What follows belongs to an exercise in optimizing a design on an open flow for small area, a short achievable clock period and few clock cycles per item; a production flow would make more cautious choices.
At most, simulation tests tie the RTL to the original design; equivalence was not proved.
Function not checked in runs 1 to 3: the RTL went through the layout flow alone.

==> flow/design.v <==
`default_nettype none
package sha1_pkg;
	localparam int word_bits    = 32;
	localparam int block_words  = 16;
	localparam int digest_words = 5;
	typedef logic [word_bits-1:0]              word_t;
	typedef logic [block_words*word_bits-1:0]  block_t;
	typedef logic [digest_words*word_bits-1:0] digest_t;
	typedef logic [1:0] group_t;
	localparam digest_t init_hash = {
		32'h67452301,
		32'hEFCDAB89,
		32'h98BADCFE,
		32'h10325476,
		32'hC3D2E1F0
	};
	localparam logic [4*word_bits-1:0] k_const = {
		32'hCA62C1D6,
		32'h8F1BBCDC,
		32'h6ED9EBA1,
		32'h5A827999
	};
	localparam int round_count = 80;
	localparam int group_len   = 20;
endpackage
`default_nettype wire
`default_nettype none
`timescale 1ns/10ps
module sha1_core (
	input  logic              clk,
	input  logic              reset,
	input  logic              start,
	input  sha1_pkg::block_t  block,
	output logic              busy,
	output logic              done,
	output sha1_pkg::digest_t hash
);
	localparam logic [31:0] iv_a = sha1_pkg::init_hash[159:128];
	localparam logic [31:0] iv_b = sha1_pkg::init_hash[127:96];
	localparam logic [31:0] iv_c = sha1_pkg::init_hash[95:64];
	localparam logic [31:0] iv_d = sha1_pkg::init_hash[63:32];
	localparam logic [31:0] iv_e = sha1_pkg::init_hash[31:0];
	localparam logic [31:0] k0   = sha1_pkg::k_const[31:0];
	localparam logic [31:0] z0   = ((iv_b & iv_c) | (~iv_b & iv_d)) + iv_e + k0;
	function automatic logic [31:0] rotl5(input logic [31:0] x);
		rotl5 = {x[26:0], x[31:27]};
	endfunction
	function automatic logic [31:0] rotl30(input logic [31:0] x);
		rotl30 = {x[1:0], x[31:2]};
	endfunction
	function automatic logic [31:0] rotl1(input logic [31:0] x);
		rotl1 = {x[30:0], x[31]};
	endfunction
	function automatic logic [31:0] kof(input logic [1:0] g);
		kof = sha1_pkg::k_const[g*32 +: 32];
	endfunction
	function automatic logic [1:0] gof(input logic [5:0] t);
		if (t < 6'd10)
			gof = 2'd0;
		else if (t < 6'd20)
			gof = 2'd1;
		else if (t < 6'd30)
			gof = 2'd2;
		else
			gof = 2'd3;
	endfunction
	function automatic logic [31:0] fof(input logic ch, input logic maj,
		input logic [31:0] x, input logic [31:0] y, input logic [31:0] z);
		if (ch)
			fof = (x & y) | (~x & z);
		else if (maj)
			fof = (x & y) | (x & z) | (y & z);
		else
			fof = x ^ y ^ z;
	endfunction
	logic           accept;
	logic           last;
	logic [5:0]     cnt;
	logic [1:0]     g_cur;       
	logic [1:0]     g_nxt;       
	logic           cur_ch, cur_maj, nxt_ch, nxt_maj;
	logic [31:0]    a, b, c, d, e, p;
	logic [31:0]    win [16];
	logic [31:0]    x [18];
	logic [31:0]    a1, a2;
	logic [31:0]    z1s, z1c, t1, t2;
	logic [31:0]    s2, c2;
	logic [31:0]    kn, ps, pc, f2, s3, c3, p_next;
	assign accept = start && !busy;
	assign last   = (cnt == 6'd39);
	always_comb
	begin
		for (int i = 0; i < 16; i++)
			x[i] = win[i];
		for (int j = 0; j < 2; j++)
			x[16 + j] = rotl1(x[13 + j] ^ x[8 + j] ^ x[2 + j] ^ x[j]);
	end
	assign a1 = rotl5(a) + p;
	always_comb
	begin
		t1  = fof(cur_ch, cur_maj, a, rotl30(b), c);
		t2  = kof(g_cur);
		s2  = t1 ^ t2 ^ d;
		c2  = {((t1 & t2) | (t1 & d) | (t2 & d)), 1'b0} ;
		z1s = s2 ^ c2 ^ x[1];
		z1c = {((s2 & c2) | (s2 & x[1]) | (c2 & x[1])), 1'b0};
	end
	always_comb
	begin
		s3 = rotl5(a1) ^ z1s ^ z1c;
		c3 = {((rotl5(a1) & z1s) | (rotl5(a1) & z1c) | (z1s & z1c)), 1'b0};
	end
	assign a2 = s3 + c3;
	always_comb
	begin
		kn = kof(g_nxt);
		ps = c ^ kn ^ x[2];
		pc = {((c & kn) | (c & x[2]) | (kn & x[2])), 1'b0};
		f2 = fof(nxt_ch, nxt_maj, a1, rotl30(a), rotl30(b));
	end
	assign p_next = (f2 ^ ps ^ pc) + {((f2 & ps) | (f2 & pc) | (ps & pc)), 1'b0};
	always_ff @(posedge clk)
	begin
		if (accept)
		begin
			for (int i = 0; i < 16; i++)
				win[i] <= block[(15 - i) * 32 +: 32];
			a       <= iv_a;
			b       <= iv_b;
			c       <= iv_c;
			d       <= iv_d;
			e       <= iv_e;
			p       <= block[511:480] + z0;
			cnt     <= 6'd0;
			g_cur   <= 2'd0;
			g_nxt   <= 2'd0;
			cur_ch  <= 1'b1;
			cur_maj <= 1'b0;
			nxt_ch  <= 1'b1;
			nxt_maj <= 1'b0;
		end
		else
		begin
			for (int i = 0; i < 16; i++)
				win[i] <= x[i + 2];
			a       <= a2;
			b       <= a1;
			c       <= rotl30(a);
			d       <= rotl30(b);
			e       <= c;
			p       <= p_next;
			cnt     <= cnt + 6'd1;
			g_cur   <= g_nxt;
			g_nxt   <= gof(cnt + 6'd2);
			cur_ch  <= nxt_ch;
			cur_maj <= nxt_maj;
			nxt_ch  <= (gof(cnt + 6'd2) == 2'd0);
			nxt_maj <= (gof(cnt + 6'd2) == 2'd2);
		end
	end
	always_ff @(posedge clk)
	begin
		if (reset)
		begin
			busy <= 1'b0;
			done <= 1'b0;
		end
		else
		begin
			done <= busy && last;
			busy <= accept || (busy && !last);
		end
	end
	assign hash = {a + iv_a, b + iv_b, c + iv_c, d + iv_d, e + iv_e};
endmodule
`default_nettype wire
==> flow/run.sh <==
#!/bin/bash
# synth_recipe.tcl (not shown) runs the flow's synth.tcl, then flattens the netlist and writes it again
# the make line also repeats each setting of config.mk as NAME=value (left out here)
make -C /OpenROAD-flow-scripts/flow DESIGN_CONFIG=/design/flow/config.mk WORK_HOME=/design/flow/orfs CLKGATE_MAP_FILE= SYNTH_SCRIPT=/design/flow/synth_recipe.tcl finish
==> flow/config.mk <==
export PLATFORM = sky130hd
export DESIGN_NAME = sha1_core
export DESIGN_NICKNAME = sha1_core
export VERILOG_FILES = /design/flow/design.v
export SDC_FILE = /design/flow/constraint.sdc
export NUM_CORES = 4
export LEC_CHECK = 0
export ABC_AREA = 1
export CAP_MARGIN = 20
export CORE_MARGIN = 2
export CORE_UTILIZATION = 40
export SETUP_SLACK_MARGIN = 4
export SLEW_MARGIN = 20
==> flow/constraint.sdc <==
create_clock -name core_clock -period 8.5 [get_ports {clk}]
set_input_delay 1.7000 -clock core_clock [delete_from_list [all_inputs] [get_ports {clk}]]
set_output_delay 1.7000 -clock core_clock [all_outputs]
set_load 0.01 [all_outputs]
==> results.ini, run 1 <==
[timing]
tightest_slew_ns=1.178
timing.hold.ws_ns=0.4145
fmax_ghz=0.2020
fin_crit_sh_pct=58.24
rsz0062_at_grt=true
fin_setup_tns_ns=0
setup_viol=0
hold_viol=0
finClkSkew_ns=0.02987
fin_crit_ns=4.950
timing.final.ws_setup_ns=3.550
relSlewSlack_pct=21.44
slew_viol_final=0

[route]
routedWlPerCell_um=25.09
route.detailed.drc=0
firstDrtPassIters=5
vias=40425
route.final.wire_length_um=195600
drt-vias-per-instance=5.185
detail-route-antenna-nets=0
drtIter0Drc=3588

[die]
die-area_um2=103500
die_y_um=321.7
die_x_um=321.7
rows=116
core_um2=100000
start_util_pct=40.37
top_level_ports=677

[cells_and_area]
final_cells=7796
layout-drive-gt1-share_pct=20.84
synthToLayoutAreaGrowth_pct=44.77
utilization_pct=58.45
finish.net_count=7257

[placement]
globalplace.congestion=1.057
port_buffers=676
hpwl_um=153400
place_ws_ns=2.402
placed_cells=7297

[grt]
grtUsageTotal_pct=36.94
grt_max_degree=212
grt_pass1_wl_um=274400
grt_pass1_vias=39836
grt.overflow.total=0
antenna_found_initial=42

[clocking]
cts_tree=yes
path_clk_slew_ns=0.06
clk-insertion-delay-late_ns=0.68
htree_levels=3
numCtsBuffers=85
cts_buffer_depth=3
clock_sinks=720
cts_root_buf=clkbuf_16
hold_buffers=0

[critical_path]
slowest_delay_ns=0.55
crit_type=reg -> reg
path_max_fanout=6
start_kind=flop
cp_slowest_cell=fa_1
arrival_ns=5.52
crit_chain=fa_1 > o21ai_0 > o21ai_2 > fa_1 > fa_1 > inv_1 > fa_1 > inv_1 > ha_4 > nand2_1 > nor2_1 > inv_1 > nor2_1 > o21ai_0 > nand3_2 > a21boi_1 > nand2_1 > nand2_1 > nor2_4
r2r_setup_slack_ns=3.55
path_common_cell=fa_1
crit_required_ns=9.07
critPathCaptureType=flop

[synth]
synth_cells=5472
synth_top_cell_by_area=dfxtp_1
synth_edf_count=0
synth.distinct_cells=70
syn_nets=6316
ys_async_sr_fraction_pct=0
synth_flop_cell=dfxtp_1
yosysSeqAreaShare_pct=35.70
synth.top_cell.area_share_pct=35.70
synth_most_common_cell=nand2_1
yosys_warnings=3
synth_area_um2=40370
syn_avg_cell_area_um2=7.378
synthTopCellsByArea=dfxtp_1 (36%), nand2_1 (18%), fa_1 (10%), inv_1 (5.3%), xor2_1 (4.2%)
synth_common_cells=nand2_1 (1925), dfxtp_1 (720), inv_1 (566)
synth_seq_cells=720

[status]
run_status=finished clean

[worst_hold_path]
hold_class=reg -> reg

[job]
drv_cap=0

## layout by cell type (no fill, tap or decap), types with 81 or more instances in the layout
master	n
nand2_2	87
inv_1	489
xor2_1	171
clkdlybuf4s50_1	586
fa_1	202
nand3_1	81
a21oi_1	175
clkbuf_16	85
nor2_1	362
o21ai_0	184
dfxtp_1	624
xnor2_1	141
nand2_1	1815
buf_4	293
## final timing paths
kind	start	end	cells past startpoint
hold / removal	win[12][0]	win[10][0]	2
hold reg to reg	win[12][0]	win[10][0]	2
setup reg to reg	a[16]	a[27]	19
setup / recovery	a[16]	a[27]	19
## flip-flops by register name, indices dropped and copies added, names as in the netlist
| register | cells |
|---|---|
| a | 32 |
| b | 32 |
| busy | 1 |
| c | 32 |
| cnt | 6 |
| cur_ch | 1 |
| cur_maj | 1 |
| d | 32 |
| done | 1 |
| e | 32 |
| g_cur | 2 |
| g_nxt | 2 |
| nxt_ch | 1 |
| nxt_maj | 1 |
| p | 32 |
| win | 512 |
## per-stage QoR
step / instance area, um2
floorplan: 40380
finish: 58450
global route: 58430
detailed placement: 48370
global placement: 48360
CTS: 56970
## final cells by class
type | count | area, um2
Fill cell | 9216 | 41550
Multi-Input combinational cell | 3986 | 27130
Sequential cell | 720 | 14670
Timing Repair Buffer | 1028 | 9657
Clock buffer | 122 | 2496
Inverter | 592 | 2372
Tap cell | 1298 | 1624
Clock inverter | 31 | 451.7
Antenna cell | 19 | 47.55
## cells by family after synthesis
family	count (synthesis)	share of synthesized area, %
compound gates	707	9.772
simple gates	2607	25.72
flops	720	35.70
xor+xnor	343	7.516
fa+ha+maj	329	14.08
buf+inv	766	7.203
## layer usage
layer  vias up  part of all wire [%]  global-route usage, %
li1      18935                     -                      -
met1     19143                    38                  43.27
met2      1785                    47                  62.76
met3       522                   7.3                  7.206
met4        40                   6.9                  21.62
met5         -                  0.13                      0
## worst max-delay path, delay by kind of cell (launching register included)
kind	cells	cell delay [ns]
AO/OA/AOI/OAI	4	0.72
adder cells (fa/ha/maj)	5	2.41
buffers and inverters	3	0.20
flip-flops	1	0.42
AND/OR/NAND/NOR	7	1.09
## timing repair
action	4_1_cts	5_1_grt
setup endpoints to repair	164	115
gates cloned	2	0
pin swaps	280	183
setup buffers	254	71
gates resized for setup	1090	278
==> inputs of run 2 (changes only) <==
--- a/flow/config.mk
+++ b/flow/config.mk
@@ -5,7 +5,6 @@
 export SDC_FILE = /design/flow/constraint.sdc
 export NUM_CORES = 4
 export LEC_CHECK = 0
-export ABC_AREA = 1
 export CAP_MARGIN = 20
 export CORE_MARGIN = 2
 export CORE_UTILIZATION = 40
==> results.ini, run 2 <==
[status]
run_status=finished clean

[grt]
gr-usage-met1_pct=40.24
grt.overflow.total=0
met2_usage_pct=49.71
grt-busiest-layer=met2
grt_max_degree=206
grt_pass1_vias=33835
grt_pass1_wl_um=221700
grtUsageTotal_pct=30.40
use_met3_pct=6.120
antenna_found_initial=55

[timing]
tightest_slew_ns=0.9822
timing.hold.ws_ns=0.4050
rsz0062_at_grt=true
hold_viol=0
slew_viol_final=0
relSlewSlack_pct=34.52
setup_viol=0
fin_crit_sh_pct=68.52
fin_crit_ns=5.824
fin_setup_tns_ns=0
fmax_ghz=0.1717
finClkSkew_ns=0.04972

[synth]
synth_cells=4768
synthTopCellsByArea=dfxtp_1 (37%), nand2_1 (15%), fa_1 (11%), xnor2_1 (7.9%), ha_1 (3.9%)
ys_async_sr_fraction_pct=0
synth.top_cell.area_share_pct=37.12
synth_area_um2=38830
synth_flop_cell=dfxtp_1
synth_edf_count=0
synth_common_cells=nand2_1 (1587), dfxtp_1 (720), xnor2_1 (351)
synth.distinct_cells=75
syn_nets=5612
synth_most_common_cell=nand2_1
yosys_warnings=3
yosysSeqAreaShare_pct=37.12
synth_top_cell_by_area=dfxtp_1
synth_seq_cells=720
syn_avg_cell_area_um2=8.144

[critical_path]
cp-startpoint=p[0]
crit_family=compound AO/OA/AOI/OAI gates
cp_num_buf_inv=3
timing.rr.end=p[30]
path_max_fanout=5
crit_type=reg -> reg
arrival_ns=6.40
cp_slowest_cell=fa_1
critPathCaptureType=flop
start_kind=flop
rr_startpoint=p[0]
slowest_delay_ns=0.49
reg2reg_depth=25
r2r_setup_slack_ns=2.68
crit_required_ns=9.08

[route]
detail-route-antenna-nets=0
drtIter0Drc=2863
route.final.wire_length_um=155100
vias=35039
firstDrtPassIters=5
drt-vias-per-instance=5.039
route.detailed.drc=0
routedWlPerCell_um=22.31

[placement]
hpwl_um=120700
globalplace.congestion=0.9717
port_buffers=676

[die]
die_y_um=315.6
rows=114
die-area_um2=99590
die_x_um=315.6
core_um2=96420
start_util_pct=40.27
top_level_ports=677

[clocking]
cts_tree=yes
cts_root_buf=clkbuf_16
htree_levels=3
clk-insertion-delay-late_ns=0.68
path_clk_slew_ns=0.06
clock_sinks=720
hold_buffers=0
cts_buffer_depth=3
numCtsBuffers=81

[worst_hold_path]
hold_start=win[11][29]
hold_end=win[9][29]
hold_class=reg -> reg
min_path_cells=2

[job]
drv_cap=0

[cells_and_area]
final_cell_mix=nand2_1 (1569), dfxtp_1 (658), clkdlybuf4s50_1 (586)
layout_commonest_cell=nand2_1
utilization_pct=55.81
largest_reg_flops=512
regMostFlops=win
layout-drive-gt1-share_pct=15.72
finish.net_count=6438
synthToLayoutAreaGrowth_pct=38.57

## run 2: cell count changes in the layout (fill, tap and decap cells not counted), sizes merged, moves of 48 or more
cell   previous run  this run
a21oi           281       177
buf             377       329
inv             567       340
mux2i             0        74
nand2          1943      1587
nand3           129        45
nor2            425       227
o21ai           323       179
xnor2           144       352
xor2            199        77
## run 2: cell families (layout without fill, tap and decap cells)
logic type                 after synthesis  after routing  share of synthesized area [%]
AOI/OAI and AO/OA                      562            562                          8.816
xor gates and xnor gates               431            431                          9.840
adders and majority gates              329            329                          14.64
buffers and inverters                  535           1424                          5.233
DFF                                    720            720                          37.12
muxes                                   85             85                          2.226
other                                    0             20                              0
and+or+nand+nor                       2106           2106                          22.13
## run 2: area by class of cell
class                           instances  area [um2]
Sequential cell                       720       14560
Clock inverter                         33       485.5
Antenna cell                           20       50.05
Fill cell                            8986       42610
Inverter                              341        1292
Tap cell                             1276        1597
Multi-Input combinational cell       3513       24750
Clock buffer                          113        2369
Timing Repair Buffer                  937        8707
## run 2: through the flow
step	area, um2	cells	setup WS [ns]
floorplan	39330	4768	3.159
global placement	47190	6551	2.070
detailed placement	47190	6551	2.032
CTS	52550	6855	2.821
global route	53800	6949	2.539
finish	53810	6953	2.676
## run 2: worst max path at each step
| stage | to | slack, ns | cells past startpoint |
|---|---|---|---|
| floorplan | p[31] | 3.16 | 26 |
| global placement | a[24] | 2.07 | 21 |
| detailed placement | a[30] | 2.03 | 21 |
| CTS | a[30] | 2.82 | 25 |
| global route | p[28] | 2.54 | 28 |
| finish | p[30] | 2.68 | 25 |
## run 2: timing repair
| action | CTS | global route |
|---|---|---|
| setup endpoints to repair | 163 | 137 |
| pin swaps | 150 | 165 |
| resized for setup | 629 | 188 |
| buffers inserted | 158 | 78 |
| cloned | 0 | 0 |
## run 2: per-layer routing
layer,vias up,part of all wire (%)
met2,1244,46
met1,16660,43
met4,52,3.4
met5,-,0.20
met3,284,7.5
li1,16799,-
## run 2: worst min-delay path, stage by stage (launching register included)
cell,delay (ns)
dfxtp_1,0.30
nand2_1,0.05
nand2_1,0.04
==> inputs of run 3 (changes only) <==
==> flow/flow/run.sh (new file) <==
#!/bin/bash
# Standard layout, with plain buf_1 cells as the port buffers.
set -e
cp standard.sh standard_sh.log
cp config.mk config_mk.log
echo 'export BUFFER_PORTS_ARGS = -buffer_cell sky130_fd_sc_hd__buf_1' >> config.mk
bash standard.sh > standard.log 2>&1
==> flow/standard.sh (new file) <==
#!/bin/bash
# synth_recipe.tcl (not shown) runs the flow's synth.tcl, then flattens the netlist and writes it again
# the make line also repeats each setting of config.mk as NAME=value (left out here)
make -C /OpenROAD-flow-scripts/flow DESIGN_CONFIG=/design/flow/config.mk WORK_HOME=/design/flow/orfs CLKGATE_MAP_FILE= SYNTH_SCRIPT=/design/flow/synth_recipe.tcl "${@:-finish}"
--- a/flow/config.mk
+++ b/flow/config.mk
@@ -5,8 +5,10 @@
 export SDC_FILE = /design/flow/constraint.sdc
 export NUM_CORES = 4
 export LEC_CHECK = 0
+export ABC_AREA = 1
 export CAP_MARGIN = 20
 export CORE_MARGIN = 2
 export CORE_UTILIZATION = 40
 export SETUP_SLACK_MARGIN = 4
 export SLEW_MARGIN = 20
+export BUFFER_PORTS_ARGS = -buffer_cell sky130_fd_sc_hd__buf_1
removed: flow/run.sh
==> results.ini, run 3 <==
[synth]
yosys_warnings=3
synth_flop_cell=dfxtp_1
yosysSeqAreaShare_pct=35.70
syn_nets=6316
syn_avg_cell_area_um2=7.378
synth_seq_cells=720
synth_top_cell_by_area=dfxtp_1
synth_edf_count=0
synth.distinct_cells=70
synth.top_cell.area_share_pct=35.70
synth_most_common_cell=nand2_1
ys_async_sr_fraction_pct=0
synthTopCellsByArea=dfxtp_1 (36%), nand2_1 (18%), fa_1 (10%), inv_1 (5.3%), xor2_1 (4.2%)
synth_common_cells=nand2_1 (1925), dfxtp_1 (720), inv_1 (566)
synth_area_um2=40370
synth_cells=5472

[grt]
grt.overflow.total=0
grt_pass1_wl_um=265700
grt_pass1_vias=38792
grtUsageTotal_pct=35.75
grt_max_degree=189
antenna_found_initial=28

[timing]
setup_viol=0
fmax_ghz=0.2057
fin_crit_ns=4.861
timing.final.ws_setup_ns=3.639
tightest_slew_ns=1.179
slew_viol_final=0
hold_viol=0
fin_setup_tns_ns=0
relSlewSlack_pct=21.42
rsz0062_at_grt=true
timing.hold.ws_ns=0.4147
finClkSkew_ns=0.04252
fin_crit_sh_pct=57.19

[route]
route.detailed.drc=0
detail-route-antenna-nets=0
drtIter0Drc=3703
routedWlPerCell_um=24.57
route.final.wire_length_um=189200
drt-vias-per-instance=5.200
firstDrtPassIters=6
vias=40038

[cells_and_area]
layout_commonest_cell=nand2_1
utilization_pct=52.84
synthToLayoutAreaGrowth_pct=30.88
finish.net_count=7165
largest_reg_flops=512
regMostFlops=win
final_cell_mix=nand2_1 (1840), buf_1 (645), dfxtp_1 (631)
final_cell_area_um2=52840
layout-drive-gt1-share_pct=18.42

[worst_hold_path]
hold_class=reg -> reg

[die]
die_x_um=321.7
die_y_um=321.7
top_level_ports=677
die-area_um2=103500
core_um2=100000
start_util_pct=40.37
rows=116

[placement]
place_ws_ns=2.479
hpwl_um=150500
port_buffers=676
globalplace.congestion=1.039
dpl-instance-area_um2=44110

[critical_path]
critPathCaptureType=flop
crit_type=reg -> reg
crit_required_ns=9.02
cp_num_buf_inv=7
cp_slowest_cell=fa_2
arrival_ns=5.38
slowest_delay_ns=0.51
start_kind=flop
path_max_fanout=7
crit_family=adder cells

[clocking]
path_clk_slew_ns=0.06
cts_buffer_depth=3
cts_root_buf=clkbuf_16
clk-insertion-delay-late_ns=0.69
cts_tree=yes
numCtsBuffers=82
htree_levels=3
hold_buffers=0
clock_sinks=720

[status]
run_status=finished clean

[job]
drv_cap=0

## run 3: cell types whose count changed after synthesis, moves of 26 or more
cell | previous run | this run
nor2b_1 | 45 | 0
inv_1 | 341 | 566
a21oi_1 | 175 | 268
a21o_1 | 37 | 11
o21ai_0 | 171 | 282
clkbuf_1 | 172 | 146
nor2_1 | 227 | 413
a211oi_1 | 31 | 3
xor2_1 | 77 | 195
nand2_1 | 1587 | 1925
nand3_1 | 45 | 120
nand2b_1 | 32 | 0
xnor2_1 | 351 | 144
mux2i_1 | 74 | 0
## run 3: what timing repair did
action,4_1_cts,5_1_grt
endpoints found under the setup margin,119,105
pin swaps,192,159
resized for setup,762,284
buffers inserted,171,65
cloned,1,0
## run 3: cell type report
cell class	count	area, um2
antenna	17	42.54
tap	1298	1624
inverter	592	2336
sequential	720	14650
timing repair buffer	939	4853
fill	9792	47160
clock inverter	36	494.2
multi-input combinational	3986	26490
clock buffer	112	2346
## run 3: kinds of logic after synthesis
logic type	synth area share, %
buffers and inverters	7.203
AO/OA/AOI/OAI	9.772
adder cells (fa/ha/maj)	14.08
AND/OR/NAND/NOR	25.72
XOR/XNOR	7.516
flip-flops	35.70
## run 3: metrics by stage
step	instances
floorplan	5472
global placement	7298
detailed placement	7298
CTS	7618
global route	7694
finish	7700
## run 3: worst paths after layout
check,from,to,slack (ns),depth (start not counted)
worst max-delay path,a[3],p[29],3.64,27
worst min-delay path,win[11][17],win[9][17],0.41,2
worst max register to register,a[3],p[29],3.64,27
worst min register to register,win[11][17],win[9][17],0.41,2
## run 3: per-layer routing
metal,GRT usage (%),vias to the layer above,share of wire (%)
met1,43.47,19053,39
met2,58.42,1796,46
met3,7.017,448,7.8
li1,-,18721,-
met5,0,-,0.070
met4,21.71,20,6.9
## run 3: worst register-to-register path, stage by stage, from the launching register on
cell	delay [ns]
dfxtp_1	0.32
buf_8	0.16
ha_4	0.33
nand2_2	0.11
nor2_2	0.13
nor2_2	0.06
o21ai_2	0.22
a21oi_4	0.09
buf_6	0.13
o21ai_4	0.16
xor2_4	0.24
fa_1	0.46
nand2_1	0.11
nand3_2	0.11
o21ai_4	0.13
fa_2	0.51
ha_4	0.33
nand2_4	0.08
nor2_4	0.12
buf_4	0.12
buf_6	0.08
buf_4	0.09
buf_4	0.10
buf_6	0.09
nand4_1	0.08
nand2_1	0.09
xor2_1	0.15
a21oi_1	0.08
==> inputs of run 4 (changes only) <==
--- a/flow/design.v
+++ b/flow/design.v
@@ -79,13 +79,14 @@
 	logic [1:0]     g_cur;       
 	logic [1:0]     g_nxt;       
 	logic           cur_ch, cur_maj, nxt_ch, nxt_maj;
+	logic           fin;         
 	logic [31:0]    a, b, c, d, e, p;
 	logic [31:0]    win [16];
 	logic [31:0]    x [18];
 	logic [31:0]    a1, a2;
 	logic [31:0]    z1s, z1c, t1, t2;
 	logic [31:0]    s2, c2;
-	logic [31:0]    kn, ps, pc, f2, s3, c3, p_next;
+	logic [31:0]    f2, kn, wn, ps, pc, fx, fy, sx, cx, sy, cy, s4, c4, s3, c3, p_next;
 	assign accept = start && !busy;
 	assign last   = (cnt == 6'd39);
 	always_comb
@@ -99,7 +100,7 @@
 	always_comb
 	begin
 		t1  = fof(cur_ch, cur_maj, a, rotl30(b), c);
-		t2  = kof(g_cur);
+		t2  = fin ? (kof(2'd3) + iv_a) : kof(g_cur);
 		s2  = t1 ^ t2 ^ d;
 		c2  = {((t1 & t2) | (t1 & d) | (t2 & d)), 1'b0} ;
 		z1s = s2 ^ c2 ^ x[1];
@@ -113,12 +114,18 @@
 	assign a2 = s3 + c3;
 	always_comb
 	begin
-		kn = kof(g_nxt);
-		ps = c ^ kn ^ x[2];
-		pc = {((c & kn) | (c & x[2]) | (kn & x[2])), 1'b0};
-		f2 = fof(nxt_ch, nxt_maj, a1, rotl30(a), rotl30(b));
+		kn = fin ? iv_e : kof(g_nxt);
+		wn = fin ? 32'd0 : x[2];
+		ps = c ^ kn ^ wn;
+		pc = {((c & kn) | (c & wn) | (kn & wn)), 1'b0};
+		fy = fof(nxt_ch, nxt_maj, 32'd0, rotl30(a), rotl30(b)) & {32{!fin}};
+		fx = fof(nxt_ch, nxt_maj, 32'hFFFFFFFF, rotl30(a), rotl30(b)) & {32{!fin}};
+		for (int i = 0; i < 32; i++)
+			f2[i] = a1[i] ? fx[i] : fy[i];
+		s4 = f2 ^ ps ^ pc;
+		c4 = (f2 & ps) | (f2 & pc) | (ps & pc);
 	end
-	assign p_next = (f2 ^ ps ^ pc) + {((f2 & ps) | (f2 & pc) | (ps & pc)), 1'b0};
+	assign p_next = s4 + {c4[30:0], 1'b0};
 	always_ff @(posedge clk)
 	begin
 		if (accept)
@@ -138,6 +145,7 @@
 			cur_maj <= 1'b0;
 			nxt_ch  <= 1'b1;
 			nxt_maj <= 1'b0;
+			fin     <= 1'b0;
 		end
 		else
 		begin
@@ -156,6 +164,7 @@
 			cur_maj <= nxt_maj;
 			nxt_ch  <= (gof(cnt + 6'd2) == 2'd0);
 			nxt_maj <= (gof(cnt + 6'd2) == 2'd2);
+			fin     <= (cnt == 6'd38);
 		end
 	end
 	always_ff @(posedge clk)
@@ -171,6 +180,6 @@
 			busy <= accept || (busy && !last);
 		end
 	end
-	assign hash = {a + iv_a, b + iv_b, c + iv_c, d + iv_d, e + iv_e};
+	assign hash = {a, b + iv_b, c + iv_c, d + iv_d, p};
 endmodule
 `default_nettype wire
--- a/flow/config.mk
+++ b/flow/config.mk
@@ -8,7 +8,8 @@
 export ABC_AREA = 1
 export CAP_MARGIN = 20
 export CORE_MARGIN = 2
-export CORE_UTILIZATION = 40
+export CORE_UTILIZATION = 60
+export CTS_BUF_LIST = sky130_fd_sc_hd__clkbuf_8
 export SETUP_SLACK_MARGIN = 4
 export SLEW_MARGIN = 20
 export BUFFER_PORTS_ARGS = -buffer_cell sky130_fd_sc_hd__buf_1
==> results.ini, run 4 <==
[timing]
setup_viol=0
fmax_ghz=0.2189
tightest_slew_ns=1.068
slew_viol_final=0
fin_crit_ns=4.568
rsz0062_at_grt=true
finClkSkew_ns=0.05419
hold_viol=0
timing.final.ws_setup_ns=3.932
fin_crit_sh_pct=53.74
relSlewSlack_pct=28.81
fin_setup_tns_ns=0

[placement]
hpwl_um=121800
dpl-instance-area_um2=42380
place_ws_ns=2.863
port_buffers=676
globalplace.congestion=1.033

[grt]
antenna_found_initial=42
grt_max_degree=206
grt_pass1_vias=37524
grt_pass1_wl_um=225900
grtUsageTotal_pct=45.08
grt.overflow.total=0

[cells_and_area]
largest_reg_flops=512
seqCellArea_um2=14100
fill_cells=4924
final_cell_mix=nand2_1 (1842), buf_1 (661), dfxtp_1 (565)
multi_input_area_um2=25160
layout-drive-gt1-share_pct=14.81
layout_commonest_cell=nand2_1
regMostFlops=win
synthToLayoutAreaGrowth_pct=23.63
final_cell_area_um2=48610
finish.net_count=6982

[route]
vias=40385
firstDrtPassIters=10
detail-route-antenna-nets=0
drt-vias-per-instance=5.697
route.final.wire_length_um=160100
route.detailed.drc=0
routedWlPerCell_um=22.59
drtIter0Drc=4683

[die]
rows=93
die_x_um=260.0
die-area_um2=67590
die_y_um=260.0
top_level_ports=677
start_util_pct=60.88
core_um2=64580

[synth]
synth_most_common_cell=nand2_1
synth_xor_area_share_pct=6.521
synth_cells=5352
synth_seq_cells=689
yosysSeqAreaShare_pct=35.08
synth_area_um2=39320
synth_top_family_by_area=simple AND/OR/NAND/NOR gates
synth.distinct_cells=66
synth_common_cells=nand2_1 (1903), dfxtp_1 (689), inv_1 (472)
ys_async_sr_fraction_pct=0
syn_avg_cell_area_um2=7.346
yosys_warnings=3
synth-simple-area-share_pct=26.22
synth_edf_count=0
synth_compound_area_share_pct=10.73
muxShareOfSynthArea_pct=0
synthTopCellsByArea=dfxtp_1 (35%), nand2_1 (18%), fa_1 (9.1%), ha_1 (5.8%), inv_1 (4.5%)
synth_adder_area_share_pct=14.94
synth_flop_cell=dfxtp_1
synth.top_cell.area_share_pct=35.08
synth_top_cell_by_area=dfxtp_1
syn_nets=6229

[critical_path]
crit_required_ns=9.17
crit_type=reg -> reg
arrival_ns=5.24
rr_startpoint=a[27]
slowest_delay_ns=0.42
critPathCaptureType=flop
start_kind=flop
path_common_cell=nand2_2
cp_slowest_cell=fa_1
path_max_fanout=5
cp-startpoint=a[27]

[clocking]
numCtsBuffers=110
path_clk_slew_ns=0.07
clk-insertion-delay-late_ns=0.77
htree_levels=3
cts_buffer_depth=3
cts_root_buf=clkbuf_8
cts_tree=yes
clock_sinks=689

[worst_hold_path]
hold_class=reg -> reg
hold_start=win[15][23]

[status]
run_status=finished clean

[job]
drv_cap=0

## run 4: through the flow
step                hold slack, ns  utilization [%]  instances
floorplan                   0.3960                -       5352
global placement            0.3977            65.62       6720
detailed placement          0.4007            65.62       6720
CTS                         0.3826            72.00       6983
global route                0.4013            75.24       7083
finish                      0.3829            75.27       7089
## run 4: final timing paths
kind | endpoint | slack, ns | cells after the start
hold / removal | win[13][23] | 0.38 | 2
setup / recovery | a[29] | 3.93 | 30
setup reg to reg | a[29] | 3.93 | 30
hold reg to reg | win[13][23] | 0.38 | 2
## run 4: kinds of logic (layout without fill, tap and decap cells)
group           Yosys count  count (layout)
compound gates          748             748
xor+xnor                291             291
fa+ha+maj               362             362
buf+inv                 663            1511
flops                   689             689
other cells               0              34
simple gates           2599            2599
## run 4: repair_timing
item | CTS | global route
pin swaps | 57 | 123
setup endpoints to repair | 97 | 83
cloned | 0 | 2
setup buffers | 56 | 70
resized for setup | 380 | 384
hold buffers | 0 | 0
## run 4: worst max-delay path: cells and delay by family, from the launching register on
family | cells | cell delay, ns
AOI/OAI and AO/OA | 7 | 1.03
DFF | 1 | 0.40
buffers and inverters | 5 | 0.36
adders and majority gates | 5 | 1.48
and+or+nand+nor | 13 | 1.19
## run 4: final cells by class
type | count | share of cell area (%)
Antenna cell | 34 | 0.1750
Multi-Input combinational cell | 4000 | 51.76
Sequential cell | 689 | 29.01
Clock buffer | 144 | 4.077
Inverter | 478 | 3.810
Clock inverter | 63 | 0.9344
Tap cell | 855 | 2.201
Timing Repair Buffer | 826 | 8.029
## run 4: routing by layer
| layer | global-route usage [%] | share of wire (%) | vias up | wire (um) |
|---|---|---|---|---|
| met4 | 29.13 | 7.6 | 16 | 12160 |
| met2 | 70.40 | 44 | 2517 | 70570 |
| met5 | 0 | 0.064 | - | 103 |
| met3 | 10.07 | 11 | 624 | 18140 |
| met1 | 56.32 | 37 | 18788 | 59130 |
| li1 | - | - | 18440 | - |
Testbench counts of run 4, summed over its fixed seeds: cycles 5,248, items 128.
==> inputs of run 5 (changes only) <==
--- a/flow/config.mk
+++ b/flow/config.mk
@@ -8,8 +8,7 @@
 export ABC_AREA = 1
 export CAP_MARGIN = 20
 export CORE_MARGIN = 2
-export CORE_UTILIZATION = 60
-export CTS_BUF_LIST = sky130_fd_sc_hd__clkbuf_8
-export SETUP_SLACK_MARGIN = 4
+export CORE_UTILIZATION = 40
+export SETUP_SLACK_MARGIN = 5
 export SLEW_MARGIN = 20
 export BUFFER_PORTS_ARGS = -buffer_cell sky130_fd_sc_hd__buf_1
==> results.ini, run 5 <==
[die]
die_x_um=317.5
start_util_pct=40.54
top_level_ports=677
rows=114
core_um2=96990
die_y_um=317.5
die-area_um2=100800

[status]
run_status=finished clean

[placement]
port_buffers=676
globalplace.congestion=0.9773
hpwl_um=133000
dpl-instance-area_um2=43750

[timing]
fin_setup_tns_ns=0
fin_crit_sh_pct=54.07
timing.hold.ws_ns=0.4090
finClkSkew_ns=0.02472
fmax_ghz=0.2176
setup_viol=0
hold_viol=0
tightest_slew_ns=1.057
relSlewSlack_pct=29.54
rsz0062_at_grt=true
slew_viol_final=0
fin_crit_ns=4.596

[critical_path]
r2r_setup_slack_ns=3.90
path_common_cell=nand2_4
cp_slowest_cell=fa_1
slowest_delay_ns=0.49
rr_startpoint=a[27]
crit_required_ns=9.05
start_kind=flop
arrival_ns=5.14
path_max_fanout=3
critPathCaptureType=flop
crit_type=reg -> reg
cp-startpoint=a[27]

[route]
drtIter0Drc=3425
firstDrtPassIters=6
route.final.wire_length_um=175800
route.detailed.drc=0
drt-vias-per-instance=5.229
vias=39967
routedWlPerCell_um=23.00
detail-route-antenna-nets=0

[clocking]
htree_levels=3
cts_buffer_depth=3
numCtsBuffers=80
clk-insertion-delay-late_ns=0.68
cts_root_buf=clkbuf_16
hold_buffers=0
clock_sinks=689
path_clk_slew_ns=0.06
cts_tree=yes

[job]
drv_cap=0

[synth]
yosysSeqAreaShare_pct=35.08
synth.top_cell.area_share_pct=35.08
ys_async_sr_fraction_pct=0
synth_edf_count=0
synth.distinct_cells=66
synth_common_cells=nand2_1 (1903), dfxtp_1 (689), inv_1 (472)
synth_top_cell_by_area=dfxtp_1
syn_avg_cell_area_um2=7.346
synth_area_um2=39320
synth_seq_cells=689
synth_cells=5352
syn_nets=6229
synth_most_common_cell=nand2_1
yosys_warnings=3
synth_flop_cell=dfxtp_1
synthTopCellsByArea=dfxtp_1 (35%), nand2_1 (18%), fa_1 (9.1%), ha_1 (5.8%), inv_1 (4.5%)

[cells_and_area]
regMostFlops=win
largest_reg_flops=512
layout-drive-gt1-share_pct=23.19
synthToLayoutAreaGrowth_pct=38.27
final_cell_mix=nand2_1 (1794), buf_1 (592), dfxtp_1 (557)
fill_cells=8861
finish.net_count=7182
layout_commonest_cell=nand2_1
final_cell_area_um2=54360

[worst_hold_path]
hold_start=win[12][21]
hold_class=reg -> reg

[grt]
grtUsageTotal_pct=33.11
grt_pass1_wl_um=247600
grt_pass1_vias=38540
grt.overflow.total=0
antenna_found_initial=13
grt_max_degree=215

==> run 5: what timing repair did <==
action / in CTS / in global routing
gates resized for setup: 954 / 356
setup endpoints to repair: 270 / 210
gates cloned: 5 / 4
buffers inserted: 245 / 104
pin swaps: 235 / 225
==> run 5: routing by layer <==
metal	global-route usage, %	up-vias	part of all wire (%)
met5	0	-	0.051
met4	14.47	16	5.6
met3	6.638	431	8.2
met2	53.99	1771	45
met1	42.52	18963	41
li1	-	18786	-
==> run 5: path summary, 6_finish.rpt <==
kind            endpoint  cells after the start
min reg2reg  win[10][21]                      2
max reg2reg        p[31]                     28
max                p[31]                     28
min          win[10][21]                      2
==> run 5: per-stage QoR <==
step	worst slack, ns	cells	util, %
final	3.904	7644	56.05
after global placement	3.133	7141	45.11
after floorplan	4.391	5352	-
after global routing	3.752	7641	56.04
after detailed placement	3.122	7141	45.11
after CTS	3.950	7529	53.61
==> run 5: kinds of logic after synthesis <==
group / share of synthesized area, %
AND/OR/NAND/NOR: 26.22
AO/OA/AOI/OAI: 10.73
flip-flops: 35.08
buffers and inverters: 6.508
adder cells (fa/ha/maj): 14.94
XOR/XNOR: 6.521
==> run 5: area by class of cell <==
class / instances / area, um2 / share of cell area (%)
Multi-Input combinational cell: 4000 / 27410 / 50.42
Sequential cell: 689 / 14150 / 26.03
Timing Repair Buffer: 1055 / 6499 / 11.95
Clock buffer: 106 / 2262 / 4.161
Inverter: 478 / 1948 / 3.584
Tap cell: 1276 / 1597 / 2.937
Clock inverter: 32 / 476.7 / 0.8769
Antenna cell: 7 / 17.52 / 0.03222
Timing Repair inverter: 1 / 7.507 / 0.01381
==> run 5: critical path, delay by kind of cell, from the launching register on <==
kind | cells | cell delay, ns
adders and majority gates | 4 | 1.33
AOI/OAI and AO/OA | 4 | 0.83
DFF | 1 | 0.41
xor gates and xnor gates | 1 | 0.21
and+or+nand+nor | 15 | 1.30
buffers and inverters | 4 | 0.36
==> inputs of run 6 (changes only) <==
--- a/flow/config.mk
+++ b/flow/config.mk
@@ -9,6 +9,6 @@
 export CAP_MARGIN = 20
 export CORE_MARGIN = 2
 export CORE_UTILIZATION = 40
-export SETUP_SLACK_MARGIN = 5
+export SETUP_SLACK_MARGIN = 3
 export SLEW_MARGIN = 20
 export BUFFER_PORTS_ARGS = -buffer_cell sky130_fd_sc_hd__buf_1
==> results.ini, run 6 <==
[worst_hold_path]
hold_class=reg -> reg
hold_end=win[2][3]
min_path_cells=2
hold_start=win[4][3]

[job]
drv_cap=0

[synth]
synth_xor_area_share_pct=6.521
synth_seq_cells=689
synthTopCellsByArea=dfxtp_1 (35%), nand2_1 (18%), fa_1 (9.1%), ha_1 (5.8%), inv_1 (4.5%)
synth.top_cell.area_share_pct=35.08
synth.distinct_cells=66
syn_avg_cell_area_um2=7.346
synth_compound_area_share_pct=10.73
ys_async_sr_fraction_pct=0
synth_cells=5352
synth_area_um2=39320
synth_adder_area_share_pct=14.94
synth_top_family_by_area=simple AND/OR/NAND/NOR gates
synth_edf_count=0
synth_most_common_cell=nand2_1
muxShareOfSynthArea_pct=0
synth_common_cells=nand2_1 (1903), dfxtp_1 (689), inv_1 (472)
syn_nets=6229
synth-simple-area-share_pct=26.22
yosys_warnings=3
synth_top_cell_by_area=dfxtp_1
synth_flop_cell=dfxtp_1
yosysSeqAreaShare_pct=35.08

[die]
die_x_um=317.5
core_um2=96990
rows=114
top_level_ports=677
die_y_um=317.5
start_util_pct=40.54
die-area_um2=100800

[route]
route.detailed.drc=0
firstDrtPassIters=5
drt-vias-per-instance=5.110
drtIter0Drc=3357
routedWlPerCell_um=22.30
detail-route-antenna-nets=0
vias=37253
route.final.wire_length_um=162600

[grt]
grtUsageTotal_pct=31.41
antenna_found_initial=19
grt_pass1_vias=36196
grt_pass1_wl_um=235500
grt.overflow.total=0
grt_max_degree=253

[clocking]
cts_root_buf=clkbuf_16
numCtsBuffers=80
clk-insertion-delay-late_ns=0.66
cts_buffer_depth=3
clock_sinks=689
path_clk_slew_ns=0.06
cts_tree=yes
hold_buffers=0
htree_levels=3

[cells_and_area]
final_cell_area_um2=45810
layout_commonest_cell=nand2_1
layout-drive-gt1-share_pct=4.247
multi_input_area_um2=23020
fill_cells=10044
synthToLayoutAreaGrowth_pct=16.51
largest_reg_flops=512
final_cell_mix=nand2_1 (1902), dfxtp_1 (682), buf_1 (676)
utilization_pct=47.23
regMostFlops=win
seqCellArea_um2=13810
finish.net_count=6821

[placement]
dpl-instance-area_um2=42900
place_ws_ns=2.682
globalplace.congestion=1.004
port_buffers=676
hpwl_um=130800

[critical_path]
r2r_setup_slack_ns=3.19
arrival_ns=5.83
rr_startpoint=cur_ch
reg2reg_depth=14
crit_required_ns=9.02
path_max_fanout=38
timing.rr.end=a[29]
cp-startpoint=cur_ch
critPathCaptureType=flop
crit_type=reg -> reg
start_kind=flop

[timing]
fin_setup_tns_ns=0
finClkSkew_ns=0.03763
rsz0062_at_grt=true
hold_viol=0
tightest_slew_ns=1.111
setup_viol=0
timing.final.ws_setup_ns=3.189
slew_viol_final=0
fmax_ghz=0.1883
relSlewSlack_pct=25.93
timing.hold.ws_ns=0.3965
fin_crit_sh_pct=62.48
fin_crit_ns=5.311

[status]
run_status=finished clean

run 6: worst max-delay path: stages, from the launching register on:
cell and delay, ns:
dfxtp_4 0.44, inv_1 0.20, buf_4 0.45, o21ai_0 0.18, o21ai_0 0.30, fa_1 0.52, fa_1 0.53, fa_1 0.46
ha_1 0.41, a21oi_1 0.27, o21ai_0 0.28, a221oi_1 0.58, o211ai_1 0.22, a21oi_1 0.15, o21ai_0 0.13
run 6: what timing repair did:
item	CTS	global route
endpoints found under the setup margin	17	24
buffers inserted	0	1
endpoints found under the hold margin	0	0
resized for setup	5	18
cloned	0	0
run 6: kinds of logic (layout without fill, tap and decap cells):
kind of cell | Yosys count | after routing
AO/OA/AOI/OAI | 748 | 748
XOR/XNOR | 291 | 291
adder cells (fa/ha/maj) | 362 | 362
buffers and inverters | 663 | 1315
flip-flops | 689 | 689
other | 0 | 10
AND/OR/NAND/NOR | 2599 | 2599
run 6: cell type report:
cell class	instances	share of cell area [%]
sequential	689	30.14
inverter	478	3.955
antenna	10	0.05463
clock inverter	24	0.9341
timing repair buffer	695	5.995
clock buffer	118	5.184
tap	1276	3.485
multi-input combinational	4000	50.25
run 6: stage by stage:
stage	std cells
2_1_floorplan	5352
3_3_place_gp	7137
3_5_place_dp	7137
4_1_cts	7279
5_1_grt	7285
6_report	7290
run 6: how the worst max path moves through the flow:
stage          endpoint
6_report          a[29]
5_1_grt           a[27]
4_1_cts           a[27]
3_5_place_dp      a[27]
3_3_place_gp      a[27]
2_1_floorplan     a[27]
run 6: metal layers:
metal  vias up  part of all wire [%]  GRT usage (%)
met5         -                 0.058              0
met4        16                   3.2          10.41
met3       195                   6.8          4.709
met2      1413                    46          51.41
met1     17571                    44          42.41
li1      18058                     -              -
==> inputs of run 7 (changes only) <==
--- a/flow/config.mk
+++ b/flow/config.mk
@@ -9,6 +9,7 @@
 export CAP_MARGIN = 20
 export CORE_MARGIN = 2
 export CORE_UTILIZATION = 40
-export SETUP_SLACK_MARGIN = 3
+export CTS_BUF_LIST = sky130_fd_sc_hd__clkbuf_4
+export SETUP_SLACK_MARGIN = 4
 export SLEW_MARGIN = 20
 export BUFFER_PORTS_ARGS = -buffer_cell sky130_fd_sc_hd__buf_1
==> results.ini, run 7 <==
[status]
run_status=finished clean

[synth]
synth_most_common_cell=nand2_1
ys_async_sr_fraction_pct=0
synth_cells=5352
synth_edf_count=0
synth_area_um2=39320
yosys_warnings=3
synth_common_cells=nand2_1 (1903), dfxtp_1 (689), inv_1 (472)
synth_flop_cell=dfxtp_1
synth.distinct_cells=66
synth_top_cell_by_area=dfxtp_1
yosysSeqAreaShare_pct=35.08
synth_seq_cells=689
synth.top_cell.area_share_pct=35.08
syn_nets=6229
syn_avg_cell_area_um2=7.346
synthTopCellsByArea=dfxtp_1 (35%), nand2_1 (18%), fa_1 (9.1%), ha_1 (5.8%), inv_1 (4.5%)

[route]
vias=39513
drt-vias-per-instance=5.128
drtIter0Drc=3353
route.detailed.drc=0
routedWlPerCell_um=21.98
detail-route-antenna-nets=0
route.final.wire_length_um=169400
firstDrtPassIters=7

[placement]
globalplace.congestion=1.004
place_ws_ns=2.682
port_buffers=676
hpwl_um=130800
dpl-instance-area_um2=42900

[timing]
fin_setup_tns_ns=0
tightest_slew_ns=1.018
fmax_ghz=0.2094
setup_viol=0
fin_crit_ns=4.776
relSlewSlack_pct=32.10
finClkSkew_ns=0.06608
rsz0062_at_grt=true
fin_crit_sh_pct=56.19
slew_viol_final=0
hold_viol=0
timing.final.ws_setup_ns=3.724

[cells_and_area]
finish.net_count=7166
regMostFlops=win
seqCellArea_um2=14160
layout-drive-gt1-share_pct=21.20
synthToLayoutAreaGrowth_pct=30.64
largest_reg_flops=512
fill_cells=9610
layout_commonest_cell=nand2_1
final_cell_mix=nand2_1 (1818), buf_1 (619), dfxtp_1 (555)
multi_input_area_um2=26350
final_cell_area_um2=51360

[die]
die_y_um=317.5
top_level_ports=677
core_um2=96990
die_x_um=317.5
rows=114
start_util_pct=40.54
die-area_um2=100800

[critical_path]
cp-startpoint=b[0]
rr_startpoint=b[3]
crit_chain=buf_6 > ha_4 > nand2_4 > nand2_4 > nand2_4 > nor2_4 > nor3_4 > buf_6 > o21ai_4 > nand3_2 > nand3_2 > nand2_2 > nand2_1 > xor2_1 > buf_2
critPathCaptureType=primary output
path_max_fanout=4
cp_slowest_cell=dfxtp_2
crit_family=simple AND/OR/NAND/NOR gates
start_kind=flop
crit_required_ns=6.80
cp_num_buf_inv=3
arrival_ns=3.08
path_common_cell=nand2_4
slowest_delay_ns=0.32
crit_type=reg -> out

[grt]
grt.overflow.total=0
grt_max_degree=253
grtUsageTotal_pct=32.37
antenna_found_initial=21
grt_pass1_wl_um=242400
grt_pass1_vias=38114

[clocking]
path_clk_slew_ns=0.07
numCtsBuffers=189
cts_tree=yes
cts_root_buf=clkbuf_4
hold_buffers=0
cts_buffer_depth=3
clock_sinks=689
htree_levels=4
clk-insertion-delay-late_ns=1.13

[worst_hold_path]
hold_class=reg -> reg
hold_start=win[4][3]

[job]
drv_cap=0

run 7: cell count changes in the layout (fill, tap and decap cells not counted), sizes merged, moves of 4 or more:
cell	delta
bufinv	-4
diode	+4
buf	+234
clkinvlp	+7
clkinv	+23
clkbuf	+155
run 7: kinds of logic after synthesis:
logic type	synth area share [%]
and+or+nand+nor	26.22
AOI/OAI and AO/OA	10.73
DFF	35.08
buffers and inverters	6.508
adders and majority gates	14.94
xor gates and xnor gates	6.521
run 7: stage by stage:
| stage | instances | hold slack [ns] | util (%) |
|---|---|---|---|
| 6_report | 7706 | 0.3778 | 52.96 |
| 3_5_place_dp | 7137 | 0.4015 | 44.23 |
| 3_3_place_gp | 7137 | 0.3988 | 44.23 |
| 4_1_cts | 7579 | 0.3938 | 49.79 |
| 5_1_grt | 7700 | 0.4077 | 52.94 |
| 2_1_floorplan | 5352 | 0.3960 | - |
run 7: tightest hold or removal path: cells and delay by family (launching register included):
kind	cells	cell delay (ns)
AND/OR/NAND/NOR	2	0.09
flip-flops	1	0.31
run 7: what timing repair did:
item | 4_1_cts | 5_1_grt
resized for setup | 651 | 527
setup endpoints to repair | 126 | 103
pin swaps | 111 | 234
setup buffers | 124 | 113
run 7: layout make-up:
class,instances,share of cell area (%)
Multi-Input combinational cell,4000,51.30
Sequential cell,689,27.56
Timing Repair Buffer,931,9.625
Clock buffer,271,3.961
Inverter,478,3.681
Tap cell,1276,3.108
Clock inverter,47,0.6918
Antenna cell,14,0.06821
run 7: routing by layer:
layer  vias up  GRT usage, %  part of all wire (%)
met5         -             0                 0.060
met3       305         5.900                   7.1
met4        16         13.94                   4.4
met1     18710         42.82                    43
li1      18869             -                     -
met2      1613         51.78                    46
run 7: final timing paths:
| kind | endpoint | slack, ns | cells past startpoint |
|---|---|---|---|
| worst max register to register | a[23] | 3.84 | 21 |
| worst min-delay path | win[2][3] | 0.38 | 2 |
| worst min register to register | win[2][3] | 0.38 | 2 |
| worst max-delay path | hash[116] | 3.72 | 15 |
==> inputs of run 8 (changes only) <==
--- a/flow/config.mk
+++ b/flow/config.mk
@@ -9,7 +9,6 @@
 export CAP_MARGIN = 20
 export CORE_MARGIN = 2
 export CORE_UTILIZATION = 40
-export CTS_BUF_LIST = sky130_fd_sc_hd__clkbuf_4
 export SETUP_SLACK_MARGIN = 4
 export SLEW_MARGIN = 20
 export BUFFER_PORTS_ARGS = -buffer_cell sky130_fd_sc_hd__buf_1
==> results.ini, run 8 <==
[synth]
synth_seq_cells=689
syn_avg_cell_area_um2=7.346
synth_cells=5352
synth_common_cells=nand2_1 (1903), dfxtp_1 (689), inv_1 (472)
synth.top_cell.area_share_pct=35.08
synth_edf_count=0
synth_flop_cell=dfxtp_1
synth_top_cell_by_area=dfxtp_1
yosysSeqAreaShare_pct=35.08
synth.distinct_cells=66
syn_nets=6229
synthTopCellsByArea=dfxtp_1 (35%), nand2_1 (18%), fa_1 (9.1%), ha_1 (5.8%), inv_1 (4.5%)
yosys_warnings=3
synth_area_um2=39320
synth_most_common_cell=nand2_1
ys_async_sr_fraction_pct=0

[cells_and_area]
largest_reg_flops=512
layout-drive-gt1-share_pct=13.46
synthToLayoutAreaGrowth_pct=25.30
finish.net_count=6937
layout_commonest_cell=nand2_1
final_cell_area_um2=49260
regMostFlops=win
final_cell_mix=nand2_1 (1861), buf_1 (669), dfxtp_1 (572)

[critical_path]
arrival_ns=5.09
crit_required_ns=9.04
crit_type=reg -> reg
start_kind=flop
critPathCaptureType=flop
path_max_fanout=5

[clocking]
path_clk_slew_ns=0.06
clk-insertion-delay-late_ns=0.66
cts_buffer_depth=3
clock_sinks=689
cts_root_buf=clkbuf_16
cts_tree=yes
numCtsBuffers=80
htree_levels=3

[timing]
fin_crit_sh_pct=53.58
relSlewSlack_pct=29.75
fmax_ghz=0.2196
rsz0062_at_grt=true
fin_crit_ns=4.554
timing.hold.ws_ns=0.3981
finClkSkew_ns=0.03810
hold_viol=0
tightest_slew_ns=1.054
fin_setup_tns_ns=0
slew_viol_final=0
setup_viol=0

[route]
route.detailed.drc=0
vias=38198
firstDrtPassIters=5
route.final.wire_length_um=166100
drt-vias-per-instance=5.158
detail-route-antenna-nets=0
drtIter0Drc=3362
routedWlPerCell_um=22.42

[status]
run_status=finished clean

[grt]
antenna_found_initial=20
grt_max_degree=253
grt_pass1_vias=36701
grtUsageTotal_pct=31.80
grt_pass1_wl_um=238700
grt.overflow.total=0

[die]
core_um2=96990
die-area_um2=100800
rows=114
start_util_pct=40.54
die_x_um=317.5
top_level_ports=677
die_y_um=317.5

[placement]
dpl-instance-area_um2=42900
hpwl_um=130800
globalplace.congestion=1.004
port_buffers=676

[job]
drv_cap=0

[worst_hold_path]
hold_class=reg -> reg

==> run 8: metal layers <==
metal,vias to the layer above,track usage (%),share of wire (%)
met5,-,0,0.064
met4,16,12.31,4.1
met3,261,5.098,7.1
met2,1516,51.40,45
met1,18111,42.61,43
li1,18294,-,-
==> run 8: kinds of logic (layout without fill, tap and decap cells) <==
kind of cell,Yosys count,in the layout,share of synthesized area [%]
fa+ha+maj,362,362,14.94
other cells,0,10,0
simple gates,2599,2599,26.22
xor+xnor,291,291,6.521
flops,689,689,35.08
buf+inv,663,1431,6.508
compound gates,748,748,10.73
==> run 8: critical path: stages, from the launching register on <==
cell     delay, ns
dfxtp_4       0.37
buf_12        0.14
fa_1          0.44
o21ai_0       0.15
o21ai_1       0.13
fa_1          0.61
fa_1          0.48
fa_2          0.64
ha_4          0.24
a21oi_1       0.18
o21ai_0       0.11
nand2_1       0.07
nand2_1       0.08
a31oi_4       0.25
o21ai_4       0.10
xor2_1        0.16
or2_2         0.27
==> run 8: worst paths after layout <==
| path | start | end | slack, ns | depth (start not counted) |
|---|---|---|---|---|
| setup / recovery | a[5] | a[16] | 3.95 | 16 |
| hold / removal | win[4][3] | win[2][3] | 0.40 | 2 |
| setup reg to reg | a[5] | a[16] | 3.95 | 16 |
| hold reg to reg | win[4][3] | win[2][3] | 0.40 | 2 |
==> run 8: timing repair <==
| item | 4_1_cts | 5_1_grt |
|---|---|---|
| hold buffers | 0 | 0 |
| setup endpoints to repair | 97 | 64 |
| pin swaps | 51 | 104 |
| setup buffers | 47 | 70 |
| gates resized for setup | 426 | 321 |
| endpoints found under the hold margin | 0 | 0 |
==> run 8: layout make-up <==
type,count,area (um2)
diodes,10,25.02
clock buffers,118,2375
clock inverters,24,427.9
fillers,9736,47730
inverters,478,1854
multi-input cells,4000,25120
flip-flops and latches,689,14090
well taps,1276,1597
repair buffers,811,3772
==> run 8: through the flow <==
step / std cells / setup slack (ns) / util, %
4_1_cts: 7326 / 3.943 / 48.93
3_5_place_dp: 7137 / 2.682 / 44.23
5_1_grt: 7402 / 3.827 / 50.78
2_1_floorplan: 5352 / 4.092 / -
3_3_place_gp: 7137 / 2.785 / 44.23
6_report: 7406 / 3.946 / 50.79
==> inputs of run 9 (changes only) <==
--- a/flow/config.mk
+++ b/flow/config.mk
@@ -9,6 +9,8 @@
 export CAP_MARGIN = 20
 export CORE_MARGIN = 2
 export CORE_UTILIZATION = 40
+export CTS_CLUSTER_DIAMETER = 150
+export CTS_CLUSTER_SIZE = 22
 export SETUP_SLACK_MARGIN = 4
 export SLEW_MARGIN = 20
 export BUFFER_PORTS_ARGS = -buffer_cell sky130_fd_sc_hd__buf_1
==> results.ini, run 9 <==
[status]
run_status=finished clean

[clocking]
clock_sinks=689
htree_levels=2
cts_tree=yes
cts_buffer_depth=3
cts_root_buf=clkbuf_16
clk-insertion-delay-late_ns=0.63
path_clk_slew_ns=0.12
numCtsBuffers=37

[die]
die_x_um=317.5
die_y_um=317.5
core_um2=96990
top_level_ports=677
die-area_um2=100800
start_util_pct=40.54
rows=114

[timing]
fin_crit_ns=4.522
rsz0062_at_grt=true
fin_setup_tns_ns=0
fmax_ghz=0.2212
slew_viol_final=0
finClkSkew_ns=0.03690
hold_viol=0
tightest_slew_ns=1.047
setup_viol=0
relSlewSlack_pct=30.17
fin_crit_sh_pct=53.19

[critical_path]
arrival_ns=5.04
reg2reg_depth=31
rr_startpoint=a[27]
slowest_delay_ns=0.43
path_max_fanout=4
cp_num_buf_inv=5
crit_family=adder cells
timing.rr.end=a[27]
critPathCaptureType=flop
r2r_setup_slack_ns=3.98
start_kind=flop
cp_slowest_cell=dfxtp_4
crit_required_ns=9.02
crit_type=reg -> reg
path_common_cell=nand2_2

[grt]
grt.overflow.total=0
grt_pass1_vias=36092
grt_pass1_wl_um=236500
grt_max_degree=253
antenna_found_initial=17
grtUsageTotal_pct=31.46

[route]
routedWlPerCell_um=22.48
drtIter0Drc=3197
route.final.wire_length_um=164400
drt-vias-per-instance=5.159
firstDrtPassIters=6
detail-route-antenna-nets=0
route.detailed.drc=0
vias=37720

[synth]
synth.distinct_cells=66
synthTopCellsByArea=dfxtp_1 (35%), nand2_1 (18%), fa_1 (9.1%), ha_1 (5.8%), inv_1 (4.5%)
yosysSeqAreaShare_pct=35.08
synth_seq_cells=689
synth.top_cell.area_share_pct=35.08
synth_flop_cell=dfxtp_1
yosys_warnings=3
synth_area_um2=39320
synth_common_cells=nand2_1 (1903), dfxtp_1 (689), inv_1 (472)
synth_edf_count=0
synth_top_cell_by_area=dfxtp_1
syn_avg_cell_area_um2=7.346
syn_nets=6229
synth_cells=5352
synth_most_common_cell=nand2_1
ys_async_sr_fraction_pct=0

[cells_and_area]
final_cells=7311
layout_commonest_cell=nand2_1
layout-drive-gt1-share_pct=12.31
largest_reg_flops=512
final_cell_mix=nand2_1 (1855), buf_1 (667), dfxtp_1 (575)
finish.net_count=6902
utilization_pct=48.98
regMostFlops=win
synthToLayoutAreaGrowth_pct=20.83
fill_cells=9902

[placement]
hpwl_um=130800
placed_cells=7137
globalplace.congestion=1.004
port_buffers=676

[job]
drv_cap=0

[worst_hold_path]
min_path_cells=2
hold_end=win[3][12]
hold_class=reg -> reg
hold_start=win[5][12]

[run 9: changes by cell type in the layout (fill, tap and decap cells not counted), sizes merged]
cell and delta:
diode -2, clkbuf -78, buf +6, bufinv -8, clkinvlp -3, clkinv -10
[run 9: worst reg2reg max path: cells and delay by family, from the launching register on]
kind            cells  cell delay, ns
fa+ha+maj           5            1.44
flops               1            0.43
simple gates       15            1.38
buf+inv             5            0.36
compound gates      6            0.80
[run 9: worst max-delay path by stage]
stage / startpoint / endpoint / slack (ns) / cells past startpoint
6_report: a[27] / a[27] / 3.98 / 31
5_1_grt: a[27] / a[29] / 3.79 / 30
3_3_place_gp: cur_ch / a[27] / 2.79 / 22
2_1_floorplan: a[1] / a[27] / 4.09 / 20
3_5_place_dp: a[27] / a[27] / 2.68 / 29
4_1_cts: a[27] / a[27] / 3.90 / 31
[run 9: area by class of cell]
class / instances / area, um2 / share of cell area, %
clock inverters: 3 / 76.32 / 0.1607
well taps: 1276 / 1597 / 3.361
inverters: 478 / 1848 / 3.890
repair buffers: 819 / 3835 / 8.073
multi-input cells: 4000 / 25060 / 52.75
flip-flops and latches: 689 / 14120 / 29.72
diodes: 8 / 20.02 / 0.04214
clock buffers: 38 / 950.9 / 2.002
[run 9: logic make-up after synthesis]
kind of cell | after synthesis | synth area share (%)
buffers and inverters | 663 | 6.508
and+or+nand+nor | 2599 | 26.22
adders and majority gates | 362 | 14.94
xor gates and xnor gates | 291 | 6.521
AOI/OAI and AO/OA | 748 | 10.73
DFF | 689 | 35.08
[run 9: per-layer routing]
metal | vias up | track usage, % | share of wire [%]
met1 | 17891 | 42.98 | 43
met3 | 226 | 4.149 | 6.9
met4 | 16 | 10.03 | 3.6
li1 | 18157 | - | -
met5 | - | 0 | 0.065
met2 | 1430 | 51.50 | 46
[run 9: timing repair]
action                                  CTS  global route
resized for setup                       401           340
hold buffers                              0             0
buffers inserted                         46            79
pin swaps                                45           106
endpoints found under the setup margin   95            66
[run 9: metrics by stage]
step	setup WS (ns)	hold slack, ns	instance area (um2)
2_1_floorplan	4.092	0.3960	39320
3_3_place_gp	2.785	0.3988	42900
3_5_place_dp	2.682	0.4015	42900
4_1_cts	3.903	0.3939	45640
5_1_grt	3.786	0.4105	47490
6_report	3.978	0.4042	47500

==> separate check: timing with driven ports <==
Ports are ideal in the flow. The routed layouts listed here were re-timed in OpenROAD. Step 1 sets driving cells, clkbuf_16 on the clock port and buf_2 on the other inputs (assumed; they add their load-dependent delay and slew). Step 2 moves the port delays by t, midway between the first and last clock arrival at a register: inputs arrive t later, outputs are due t later. That takes back most of the time a late clock gives input paths. a / b / c = ideal ports / drivers / drivers and shift; a / b = the first two.
run | t, ns | slack for setup (ns) | worst data-port slew with drivers (ns)
run 1 | 0.736 | 3.550 / 3.550 / 3.550 | 0.20
run 2 | 0.727 | 2.676 / 2.676 / 2.676 | 0.17
run 3 | 0.746 | 3.639 / 3.633 / 3.639 | 0.20
run 4 | 0.796 | 3.932 / 3.900 / 3.932 | 0.19
run 5 | 0.742 | 3.904 / 3.895 / 3.904 | 0.15
run 6 | 0.708 | 3.189 / 3.189 / 3.189 | 0.16
run 7 | 1.161 | 3.724 / 3.658 / 3.835 | 0.16
run 8 | 0.710 | 3.946 / 3.946 / 3.882 | 0.17
run 9 | 0.683 | 3.978 / 3.978 / 3.978 | 0.16
After both steps setup and hold are still met in every run listed. The setup slack of run 8, which loses most, moves by 0.000 ns with the drivers and by -0.064 ns with both steps.
